Background: an optimization exercise with open tools, aiming at small area, a short achievable clock period and few clock cycles. Do not read the settings as production practice.
In this exercise RTL edits were held to simulation tests only and were not proved equivalent to the original.
Power and IR drop assume default switching activity.

== run 1 ==
Design cache_top, start of the top module:
module cache_top
(
    input  logic                    clk,
    input  logic                    proc_reset,
    input  logic                    proc_read,
    input  logic                    proc_write,
    input  logic [29:0]             proc_addr,
    input  logic [cache_geom_pkg::WORD_W-1:0]       proc_wdata,
    output logic [cache_geom_pkg::WORD_W-1:0]       proc_rdata,
    output logic                    proc_stall,
    output logic                    mem_read,
    output logic                    mem_write,
    output logic [cache_geom_pkg::BLOCK_ADDR_W-1:0] mem_addr,
    output logic [cache_geom_pkg::BLOCK_W-1:0]      mem_wdata,
    input  logic [cache_geom_pkg::BLOCK_W-1:0]      mem_rdata,
    input  logic                    mem_ready
);
    logic [cache_geom_pkg::TAG_W-1:0]    addr_tag;
    logic [cache_geom_pkg::OFFSET_W-1:0] addr_offset;
    logic [3:0]         match;
    logic [3:0]         match_rd;
    logic               read_n;
    logic               fill_we;
    logic [cache_geom_pkg::BLOCK_W-1:0] line_block;
    assign {addr_tag, addr_offset} = proc_addr;
    assign mem_addr = addr_tag;
    cache_tag_store u_tag_store (
        .clk        (clk),
        .proc_reset (proc_reset),
        .addr_tag   (addr_tag),
        .tag_we     (fill_we),
        .read_n     (read_n),
        .match      (match),
        .match_rd   (match_rd)
    );
    cache_data_store u_data_store (
        .clk         (clk),
        .addr_offset (addr_offset),
        .proc_write  (proc_write),
        .wdata       (proc_wdata),
        .fill_we     (fill_we),
        .fill_block  (mem_rdata),
        .line_block  (line_block)
    );
    cache_controller u_controller (
        .clk         (clk),
        .proc_reset  (proc_reset),
        .proc_read   (proc_read),
        .proc_write  (proc_write),
        .addr_offset (addr_offset),
        .match       (match),
        .match_rd    (match_rd),
        .read_n      (read_n),
        .line_block  (line_block),
        .mem_rdata   (mem_rdata),
        .mem_ready   (mem_ready),
        .fill_we     (fill_we),
        .proc_rdata  (proc_rdata),
        .proc_stall  (proc_stall),
        .mem_read    (mem_read),
        .mem_write   (mem_write),
        .mem_wdata   (mem_wdata)
    );
endmodule
For scale: ~780 cells after synthesis, ~160 flip-flops, about 390 I/O pins, roughly 9800 um^2 of cells after synthesis.
Settings: LEC_CHECK=0, CAP_MARGIN=20, CORE_MARGIN=2, CORE_UTILIZATION=45, CTS_BUF_LIST=sky130_fd_sc_hd__clkbuf_8, CTS_CLUSTER_DIAMETER=200, CTS_CLUSTER_SIZE=40, SETUP_SLACK_MARGIN=2.5, SLEW_MARGIN=20, SYNTH_HIERARCHICAL=1; clock period 6.0 ns.
standard.sh (not shown) runs the stock make flow with config.mk's settings and CLKGATE_MAP_FILE= SYNTH_SCRIPT=/design/flow/synth_recipe.tcl, a recipe that flattens the netlist after the stock synthesis.
==> flow/flow/run.sh <==
#!/bin/bash
# standard layout, with plain buf_1 cells as the port buffers, and slow
# low-power inverters and buffer-pairs kept out of timing repair
set -euo pipefail
W=$(pwd)
PLAT_DONT_USE=$(make -s -C "$FLOW_HOME" DESIGN_CONFIG="$W/config.mk" WORK_HOME="$W/orfs" print-DONT_USE_CELLS | sed -n 's/^DONT_USE_CELLS: *//p')
EXTRA="sky130_fd_sc_hd__clkinvlp_2 sky130_fd_sc_hd__clkinvlp_4 sky130_fd_sc_hd__bufbuf_8 sky130_fd_sc_hd__bufbuf_16 sky130_fd_sc_hd__clkdlybuf4s15_1 sky130_fd_sc_hd__clkdlybuf4s15_2 sky130_fd_sc_hd__clkdlybuf4s18_1 sky130_fd_sc_hd__clkdlybuf4s18_2 sky130_fd_sc_hd__clkdlybuf4s25_1 sky130_fd_sc_hd__clkdlybuf4s25_2 sky130_fd_sc_hd__clkdlybuf4s50_1 sky130_fd_sc_hd__clkdlybuf4s50_2"
echo "DONT_USE_CELLS=$PLAT_DONT_USE $EXTRA" > dont_use.log
bash standard.sh finish DONT_USE_CELLS="$PLAT_DONT_USE $EXTRA" BUFFER_PORTS_ARGS="-buffer_cell sky130_fd_sc_hd__buf_1" > standard_flow.log 2>&1
Testbench counts of run 1, summed over its fixed seeds: cycles 62,883.
[inputs] run 2 vs run 1
==> flow/flow/run.sh <==
#!/bin/bash
# standard layout, with plain buf_1 cells as the port buffers
set -euo pipefail
bash standard.sh finish BUFFER_PORTS_ARGS="-buffer_cell sky130_fd_sc_hd__buf_1" > standard_flow.log 2>&1
diff --git a/flow/config.mk b/flow/config.mk
--- a/flow/config.mk
+++ b/flow/config.mk
@@ -11,4 +11,2 @@
-export CTS_BUF_LIST = sky130_fd_sc_hd__clkbuf_8
-export CTS_CLUSTER_DIAMETER = 200
-export CTS_CLUSTER_SIZE = 40
-export SETUP_SLACK_MARGIN = 2.5
+export CTS_BUF_LIST = sky130_fd_sc_hd__clkbuf_4 sky130_fd_sc_hd__clkbuf_8
+export SETUP_SLACK_MARGIN = 2.8
Findings:
- Diff run 1 -> run 2: met2 track demand over resource in global routing now larger; clock share of power now smaller; worst setup margin now larger; final standard cell area without fillers now larger.
- Looking at area inside the core boundary across run 2 and run 1, the one that comes out higher is run 1.
- Relative to run 1, non-clock buffer count has increased by 2.3% in run 2.
- [run 2 vs run 1] layout overhead on the synthesized area: higher in run 2
- Synthesized cell area delta (run 2 -> run 1): insignificant
The inputs of run 3 differ from those of run 2 as listed below.
==> flow/flow/run.sh <==
#!/bin/bash
# standard layout, with plain buf_1 cells as the port buffers, and slow
# low-power inverters and buffer-pairs kept out of timing repair
set -euo pipefail
W=$(pwd)
PLAT_DONT_USE=$(make -s -C "$FLOW_HOME" DESIGN_CONFIG="$W/config.mk" WORK_HOME="$W/orfs" print-DONT_USE_CELLS | sed -n 's/^DONT_USE_CELLS: *//p')
EXTRA="sky130_fd_sc_hd__clkinvlp_2 sky130_fd_sc_hd__clkinvlp_4 sky130_fd_sc_hd__bufbuf_8 sky130_fd_sc_hd__bufbuf_16 sky130_fd_sc_hd__clkdlybuf4s15_1 sky130_fd_sc_hd__clkdlybuf4s15_2 sky130_fd_sc_hd__clkdlybuf4s18_1 sky130_fd_sc_hd__clkdlybuf4s18_2 sky130_fd_sc_hd__clkdlybuf4s25_1 sky130_fd_sc_hd__clkdlybuf4s25_2 sky130_fd_sc_hd__clkdlybuf4s50_1 sky130_fd_sc_hd__clkdlybuf4s50_2"
echo "DONT_USE_CELLS=$PLAT_DONT_USE $EXTRA" > dont_use.log
bash standard.sh finish DONT_USE_CELLS="$PLAT_DONT_USE $EXTRA" BUFFER_PORTS_ARGS="-buffer_cell sky130_fd_sc_hd__buf_1" > standard_flow.log 2>&1
diff --git a/flow/config.mk b/flow/config.mk
--- a/flow/config.mk
+++ b/flow/config.mk
@@ -10 +10 @@
-export CORE_UTILIZATION = 45
+export CORE_UTILIZATION = 65
@@ -12 +12 @@
-export SETUP_SLACK_MARGIN = 2.8
+export SETUP_SLACK_MARGIN = 2.5
==> run notes <==
- The cell type of the slowest stage on the worst timing path comes out a22oi_1 in one run and buf_2 in the other, namely in run 3 and run 2 respectively.
- Sort run 2 and run 3 by cell leakage power, descending, and run 2 comes first.
- Share of power burned in combinational logic: run 2 and run 3 compared, higher one is run 2
- In run 3 the first-pass GRT wire length turned out 0.31% higher than in run 2.
- Run 3: largest driver fanout on the critical path 15 above run 2
- Compared run 3 vs run 2, and critical path depth is down in run 3.
- The relative area of clock buffers and inverters in the final design number comes out lower for run 2 vs run 3.
- Setup WNS run 2 -> run 3: worse
- Between run 2 and run 3, multi-input logic area is higher for run 2, run 3 comes in under that.
- Measured against each other, run 2 and run 3 differ in sequential share of layout area, the higher figure coming from run 3.
Setup changes, run 3 to run 4
diff --git a/flow/config.mk b/flow/config.mk
--- a/flow/config.mk
+++ b/flow/config.mk
@@ -10 +10 @@
-export CORE_UTILIZATION = 65
+export CORE_UTILIZATION = 45
@@ -12 +12 @@
-export SETUP_SLACK_MARGIN = 2.5
+export SETUP_SLACK_MARGIN = 2.7
==> run notes <==
- [compare] base=run 3 new=run 4: power increased by 120 uW relative to the old numbers; area growth from synthesis to final layout increased by 12 points relative to the old numbers; achievable clock frequency increased by 4.4% relative to the old numbers; switching power increased by 60 uW relative to the old numbers.
- The higher global routing met2 resource utilization of run 3 and run 4 is in run 3.
- Of run 3 and run 4, run 3 shows the higher proportion of cell area spent on the clock network, with run 4 below it.
- Sequential cell area share, run 3 and run 4, lower one = run 4.
- Diff run 3 -> run 4 | average detailed-routed wire length per instance | down by a few percent

[re-timing with driven ports]
The results above use ideal ports. As a check the final layouts listed here were re-extracted and re-timed, cells and wires unchanged.
Step 1 (the two cells are an assumption about what drives the block):
set clk [get_ports {clk}]
set_driving_cell -lib_cell sky130_fd_sc_hd__clkbuf_16 $clk
set_driving_cell -lib_cell sky130_fd_sc_hd__buf_2 [delete_from_list [all_inputs] $clk]
Step 2 moves the port delays by t, midway between the first and last clock arrival at a register: inputs arrive t later, outputs are due t later. That takes back most of the time a late clock gives input paths.
Slacks: ideal / step 1 / step 2; pairs: ideal / step 1.
run	t, ns	setup WS [ns]	worst register clock-pin slew, ns	worst slew at a driven data input, ns
run 1	0.491	2.564 / 2.489 / 2.393	0.11 / 0.11	0.07
run 2	0.490	2.574 / 2.474 / 2.474	0.10 / 0.10	0.16
run 3	0.487	2.524 / 2.437 / 2.434	0.09 / 0.09	0.09
run 4	0.490	2.669 / 2.510 / 2.318	0.10 / 0.10	0.21
After both steps setup and hold are still met in every run listed. The setup slack of run 4, which loses most, moves by -0.159 ns with the drivers and by -0.351 ns with both steps.
